This design comes from an exercise in tuning for small area, a short achievable clock period and few clock cycles per item on the open sky130 flow, not from production work. In this exercise RTL edits were held to simulation tests only and were not proved equivalent to the original. No activity file was given, so power comes from the tool's default toggle rates.

job 101:
Design wildcard_signature_scanner_core, start of the top module:
module wildcard_signature_scanner_core
#(
    parameter int PATTERN_BYTES = 24
)
(
    input  logic                              clk,
    input  logic                              rst_n,
    input  logic                              cfg_valid,
    output logic                              cfg_ready,
    input  logic [wss_pkg::CFG_INDEX_W-1:0]   cfg_index,
    input  logic [wss_pkg::CFG_DATA_W-1:0]    cfg_data,
    input  logic                              item_valid,
    output logic                              item_stall,
    input  logic [7:0]                        data_byte,
    input  logic                              last_byte,
    output logic                              result_valid,
    input  logic                              result_stall,
    output logic                              found,
    output logic [wss_pkg::OFFSET_W-1:0]      match_offset
);
Size: roughly 370 flip-flops, about 110 I/O pins, ~17000 µm² of cells after synthesis.
export LEC_CHECK = 0
export CAP_MARGIN = 20
export CORE_MARGIN = 2
export CORE_UTILIZATION = 30
export SLEW_MARGIN = 20
create_clock -name core_clock -period 11.0 [get_ports {clk}]
standard.sh (not shown) runs the stock make flow with config.mk's settings and CLKGATE_MAP_FILE= SYNTH_SCRIPT=/design/flow/synth_recipe.tcl, a recipe that flattens the netlist after the stock synthesis.
==> flow/flow/run.sh <==
#!/bin/bash
# Layout flow: the standard layout (standard synthesis, floorplan, placement,
# CTS, routing) with two changes: timing repair aims at a larger setup slack than
# the default of 0, so that the achieved period, not just the 11 ns clock, is
# optimised; and the port buffers are plain buf_4 cells. The SDC, the clock
# period and every other step are the standard flow's own.
set -euo pipefail
export SETUP_SLACK_MARGIN=7.6
export BUFFER_PORTS_ARGS="-buffer_cell sky130_fd_sc_hd__buf_4"
bash standard.sh finish > orfs_make.log 2>&1
Testbench counts of job 101, summed over its fixed seeds: cycles 72,767, bytes 72,386.
diff inputs: job 101 => job 102
Settings: setting CTS_CLUSTER_SIZE to 30 for the first time; setting CTS_CLUSTER_DIAMETER to 100 for the first time.
diff --git a/flow/flow/run.sh b/flow/flow/run.sh
--- a/flow/flow/run.sh
+++ b/flow/flow/run.sh
@@ -8 +8 @@
-export SETUP_SLACK_MARGIN=7.6
+export SETUP_SLACK_MARGIN=7.8
## What came out
Compared with job 101, job 102 shows first-iteration DRC count lower by 20%.
Between job 101 and job 102, the arrival time at the worst endpoint figures differ only marginally.
Global-route usage was lower in the run labelled job 102.
The run with more setup slack is job 101; job 102 has less.
When job 102 is measured against job 101, its share of total power in the clock network turns out 13 points lower.
Against job 101, maximum frequency in job 102 fell slightly.
Inputs modified between job 102 and job 103:
Settings: CTS_CLUSTER_SIZE changed from 30 to 24; CORE_UTILIZATION changed from 30 to 50; CTS_CLUSTER_DIAMETER changed from 100 to 70.
[summary]
- Changes observed in job 103 relative to job 102: layout overhead on the synthesized area rose by 0.18 points, number of pins exceeding their max-slew limit in the final report stayed essentially flat, switching fraction of total power fell by 0.44 points.
- Delta (job 103 minus job 102): design area flat, internal portion of total power up 160 µW, via count up 0.32%.
The inputs of job 104 differ from those of job 103 as listed below.
Settings: changing CORE_UTILIZATION from 50 to 30.
diff --git a/flow/flow/run.sh b/flow/flow/run.sh
--- a/flow/flow/run.sh
+++ b/flow/flow/run.sh
@@ -5 +5 @@
-# optimised; and the port buffers are plain buf_4 cells. The SDC, the clock
+# optimised; and the port buffers are plain buf_1 cells. The SDC, the clock
@@ -9 +9 @@
-export BUFFER_PORTS_ARGS="-buffer_cell sky130_fd_sc_hd__buf_4"
+export BUFFER_PORTS_ARGS="-buffer_cell sky130_fd_sc_hd__buf_1"
### Flow results
- Compared with job 103, in job 104 number of cells on the critical path went up by 7; post-synthesis async set-or-reset flop share flat; detailed route wirelength on metal3 shows an increase of 20%; utilization after layout saw a decrease.
- Across job 104 and job 103, the outcome is the same: a clean finish for every run.
- Looking at power, job 104 sits about 1.2% below job 103.
- The routing usage on met3 reported for job 104 is smaller than that of job 103 by 0.95 points.
- Sort job 104 and job 103 by clock power, descending, and job 103 comes first.
- Compared with job 103, in job 104 via count picked up an extra 2.0%; routed wire length picked up an extra 11%.
[inputs] job 105 vs job 104
Settings: CTS_CLUSTER_SIZE no longer set, was 24; CTS_CLUSTER_DIAMETER no longer set, was 70.
==> flow/run.sh (new file) <==
#!/bin/bash
# synth_recipe.tcl (not shown) runs the flow's synth.tcl, then flattens the netlist and writes it again
# the make line also repeats each setting of config.mk as NAME=value (left out here)
make -C /OpenROAD-flow-scripts/flow DESIGN_CONFIG=/design/flow/config.mk WORK_HOME=/design/flow/orfs CLKGATE_MAP_FILE= SYNTH_SCRIPT=/design/flow/synth_recipe.tcl finish
removed: flow/flow/run.sh
removed: flow/standard.sh
==> run notes <==
The final reports for job 105 and job 104 show clock group share of total power higher in the former. The higher utilization of job 105 and job 104 is in job 105. Synthesis-to-finish area growth, job 105 and job 104, higher one = job 105.


== the reference run ==
Another version of the RTL of wildcard_signature_scanner_core (not shown whole).
Size: about 110 I/O pins, roughly 0.016 mm^2 of cells after synthesis.
export LEC_CHECK = 0
export CAP_MARGIN = 20
export CORE_MARGIN = 2
export CORE_UTILIZATION = 30
export CTS_CLUSTER_DIAMETER = 60
export CTS_CLUSTER_SIZE = 20
export PLACE_DENSITY = 0.75
export SLEW_MARGIN = 20
create_clock -name core_clock -period 11.0 [get_ports {clk}]
==> flow/flow/run.sh <==
#!/bin/bash
# Layout flow: the standard layout (standard synthesis, floorplan, placement,
# CTS, routing) with two changes: timing repair aims at a larger setup slack than
# the default of 0, so that the achieved period, not just the 11 ns clock, is
# optimised; and the port buffers are plain buf_2 cells. The SDC, the clock
# period and every other step are the standard flow's own.
set -euo pipefail
export SETUP_SLACK_MARGIN=7.8
export BUFFER_PORTS_ARGS="-buffer_cell sky130_fd_sc_hd__buf_2"
bash standard.sh finish > orfs_make.log 2>&1
The reference run: PASS, flow complete, no timing, DRC or antenna violations
Testbench counts of the reference run, summed over its fixed seeds: cycles 72,767, bytes 72,386.
Setup changes, the reference run to the trial run
-- flow/flow/run.sh --
<<< the reference run, line 6
# period and every other step are the standard flow's own.
set -euo pipefail
export SETUP_SLACK_MARGIN=7.8
export BUFFER_PORTS_ARGS="-buffer_cell sky130_fd_sc_hd__buf_2"
bash standard.sh finish > orfs_make.log 2>&1
>>> the trial run, line 6
# period and every other step are the standard flow's own.
set -euo pipefail
export SETUP_SLACK_MARGIN=7.9
export BUFFER_PORTS_ARGS="-buffer_cell sky130_fd_sc_hd__buf_2"
bash standard.sh finish > orfs_make.log 2>&1
-- flow/config.mk --
<<< the reference run, line 9
export CORE_MARGIN = 2
export CORE_UTILIZATION = 30
export CTS_CLUSTER_DIAMETER = 60
export CTS_CLUSTER_SIZE = 20
export PLACE_DENSITY = 0.75
export SLEW_MARGIN = 20
>>> the trial run, line 9
export CORE_MARGIN = 2
export CORE_UTILIZATION = 30
export CTS_CLUSTER_DIAMETER = 70
export CTS_CLUSTER_SIZE = 24
export PLACE_DENSITY = 0.75
export SLEW_MARGIN = 20
Findings:
- Re fraction of area in multi-input gates: the reference run was lower than the trial run.
- [compare] base=the reference run new=the trial run: first-pass detailed-route iteration total decreased by 1 relative to the old numbers, clock skew closely matched the old numbers.
- NOTE via count the reference run->the trial run increased by a few percent
- Layout inverter count without the clock tree came out exactly the same in the reference run and the trial run.
- The run showing the smaller clock group power is the trial run.
- The peak supply drop in the trial run sits 6.7 uV below the value recorded for the reference run.
- The trial run vs the reference run, final cell count went up by 1.1%.

## port drivers added, routing unchanged
How much do the figures lean on ideal ports? The routed layouts below were timed once more, with nothing changed but the port constraints.
Step 1 sets driving cells, clkbuf_16 on the clock port and buf_2 on the other inputs (assumed; they add their load-dependent delay and slew).
Step 2 times the ports against the registers' clock, not the clock port: input delays grow and output delays shrink by t, the midpoint of the rising clock arrivals with the driver on.
a / b / c = no drivers / after step 1 / after step 2; a / b = the first two.
| run | t (ns) | setup slack, ns | worst setup path at the end |
|---|---|---|---|
| job 101 | 0.589 | 7.689 / 7.638 / 7.139 | input to register |
| job 102 | 0.577 | 7.679 / 7.625 / 7.256 | input to register |
| job 103 | 0.588 | 7.700 / 7.647 / 7.209 | input to register |
| job 104 | 0.599 | 7.673 / 7.624 / 7.106 | input to register |
| job 105 | 0.577 | 6.781 / 6.781 / 6.566 | input to register |
| the reference run | 0.607 | 7.716 / 7.668 / 7.226 | input to register |
| the trial run | 0.587 | 7.711 / 7.661 / 7.167 | input to register |
After both steps every run listed still meets setup and hold. For job 104, which loses most, drivers alone change the setup slack by -0.049 ns; drivers and shift together by -0.567 ns.
